Context: an optimization exercise on an open-source flow, tuned for small area, a short achievable clock period and few clock cycles per item. The choices shown serve that exercise and are no tape-out recipe.
The clock port is modelled as an ideal driver, which makes a skipped or thinned clock tree look cheaper than it is; a real chip needs a root buffer or a tree.
Power and IR drop assume default switching activity.

==> module dma_top, before the edit <==
module dma_top
#(
   parameter int DATA_W = 32
)(
   input  logic              clk,
   input  logic              reset_n,
   input  logic              desc_push,
   input  logic [ADDR_W-1:0] desc_src,
   input  logic [ADDR_W-1:0] desc_dst,
   input  logic [LEN_W-1:0]  desc_len,
   output logic              desc_full,
   output logic              m_cyc,
   output logic              m_stb,
   output logic              m_we,
   output logic [ADDR_W-1:0] m_adr,
   output logic [DATA_W-1:0] m_dat_w,
   input  logic [DATA_W-1:0] m_dat_r,
   input  logic              m_ack,
   input  logic              m_err,
   output logic              busy,
   output logic              error,
   output logic [15:0]       descriptor_count,
   output logic [2:0]        rd_state
);
   logic              run;         
   logic              we;          
   logic              err;         
   logic              done;        
   logic              wack;        
   logic              last;        
   logic              act;         
   logic              busy_q;      
   logic              full_q;      
   logic [ADDR_W-1:0] adr;         
   logic [ADDR_W-1:0] nxt;         
   logic [LEN_W-1:0]  left;        
   logic [DATA_W-1:0] data;        
   logic [15:0]       count;
   logic idle, accept, ack, fin, fail;
   logic run_n, err_n;
   assign idle   = !run && !err;
   assign accept = idle && desc_push;
   assign ack    = run && m_ack;
   assign fin    = ack && we && last;
   assign fail   = run && !we && m_err;
   assign run_n  = accept || (run && !fin && !fail);
   assign err_n  = err || fail;
   always_ff @(posedge clk) begin
      if (!reset_n) begin
         run    <= 1'b0;
         err    <= 1'b0;
         done   <= 1'b0;
         act    <= 1'b0;
         busy_q <= 1'b0;
         full_q <= 1'b0;
      end else begin
         run    <= run_n;
         err    <= err_n;
         done   <= fin;
         act    <= (run_n || fin) && !err_n;
         busy_q <= run_n || fin || err_n;
         full_q <= run_n || err_n;
      end
   end
   always_ff @(posedge clk) begin
      if (!reset_n) count <= '0;
      else          count <= count + {15'd0, done};
   end
   always_ff @(posedge clk) begin
      if (!run) begin
         we   <= 1'b0;
         adr  <= desc_src;
         nxt  <= desc_dst;
      end else if (ack) begin
         we  <= !we;
         adr <= nxt;
         nxt <= adr + 1'b1;
      end
   end
   always_ff @(posedge clk) begin
      wack <= ack && we;
      last <= (left == LEN_W'(1));
      if (!run) left <= desc_len;
      else      left <= left - {11'd0, wack};
   end
   always_ff @(posedge clk) begin
      if (!we) data <= m_dat_r;
   end
   assign desc_full        = full_q;
   assign busy             = busy_q;
   assign error            = err;
   assign rd_state         = {err, 1'b0, act};
   assign m_cyc            = run;
   assign m_stb            = run;
   assign m_we             = we;
   assign m_adr            = adr;
   assign m_dat_w          = data;
   assign descriptor_count = count;
endmodule
export LEC_CHECK = 0
export CAP_MARGIN = 20
export CORE_MARGIN = 2
export CORE_UTILIZATION = 40
export SETUP_SLACK_MARGIN = 3.8
export SLEW_MARGIN = 20
create_clock -name core_clock -period 6.0 [get_ports {clk}]
standard.sh (not shown) runs the stock make flow with config.mk's settings and CLKGATE_MAP_FILE= SYNTH_SCRIPT=/design/flow/synth_recipe.tcl, a recipe that flattens the netlist after the stock synthesis.
==> flow/flow/run.sh <==
#!/bin/bash
# The standard layout with two changes:
#  - every port is buffered by a plain buf_1 instead of the buffer cell
#    buffer_ports picks by default;
#  - the clock tree is one level: the clock port drives four clkbuf_16, each
#    driving the flip-flops of one placement cluster (flow/cts.tcl, which
#    otherwise follows ORFS's cts.tcl).
# Each step's output goes to a log file of its own in this folder.
set -euo pipefail
here=$(pwd)
export BUFFER_PORTS_ARGS="-buffer_cell sky130_fd_sc_hd__buf_1"
bash standard.sh synth floorplan place > standard_place.log 2>&1
RUN_SCRIPT=$here/flow/cts.tcl RUN_LOG_NAME_STEM=4_1_cts bash standard.sh run > cts.log 2>&1
bash standard.sh > standard_finish.log 2>&1
Other scripts of this flow, unchanged in this note and not shown: flow/flow/cts.tcl
Next try:
--- a/flow/design.v
+++ b/flow/design.v
@@ -58,12 +58,13 @@
    logic              last;        
    logic              act;         
    logic              busy_q;      
    logic              full_q;      
    logic [ADDR_W-1:0] adr;         
    logic [ADDR_W-1:0] nxt;         
+   logic              first;       
    logic [LEN_W-1:0]  left;        
    logic [DATA_W-1:0] data;        
    logic [15:0]       count;
    logic idle, accept, ack, fin, fail;
    logic run_n, err_n;
    assign idle   = !run && !err;
@@ -93,19 +94,21 @@
    always_ff @(posedge clk) begin
       if (!reset_n) count <= '0;
       else          count <= count + {15'd0, done};
    end
    always_ff @(posedge clk) begin
       if (!run) begin
-         we   <= 1'b0;
-         adr  <= desc_src;
-         nxt  <= desc_dst;
+         we    <= 1'b0;
+         first <= 1'b1;
+         adr   <= desc_src;
+         nxt   <= desc_dst;
       end else if (ack) begin
-         we  <= !we;
-         adr <= nxt;
-         nxt <= adr + 1'b1;
+         we    <= !we;
+         first <= 1'b0;
+         adr   <= nxt + {15'd0, !first};
+         nxt   <= adr;
       end
    end
    always_ff @(posedge clk) begin
       wack <= ack && we;
       last <= (left == LEN_W'(1));
       if (!run) left <= desc_len;
Result: Sequential share of layout area falls by 0.86 points. Wire length grows by a few percent. Setup slack loses 0.054 ns. Combinational power rose by a few percent. Clock skew went down by 0.0037 ns. Critical path depth climbs by 1.
Function was not checked in any run of this note: the RTL went through the layout flow alone. No run of this note takes its clock network from TritonCTS; it comes from the design's own scripts or RTL.

==> re-timing with driven ports <==
The flow's constraints put no driver on any port. The routed layouts listed below were extracted and timed again, unchanged, in two steps. Step 1, drivers: a clkbuf_16 drives clk and a buf_2 each remaining input, both assumed. Step 2 adds t to the input delays and takes it off the output delays; t is the mean of the earliest and latest rising clock arrival at the registers after step 1. Input paths then give back, and output paths get back, about the clock's delay inside the block. Slacks: no drivers / after step 1 / after step 2; pairs: no drivers / after step 1.
| run | shift t [ns] | setup WS [ns] | hold WS [ns] | worst setup path at the end | clock arrival spread, ns |
|---|---|---|---|---|---|
| the first run | 0.240 | 3.921 / 3.838 / 3.845 | 0.483 / 0.483 / 0.483 | input to register | 0.015 / 0.014 |
| the second run | 0.236 | 3.867 / 3.787 / 3.809 | 0.484 / 0.484 / 0.484 | input to register | 0.009 / 0.009 |
After both steps setup and hold are still met in every run listed. The setup slack of the first run, which loses most, moves by -0.083 ns with the drivers and by -0.076 ns with both steps.
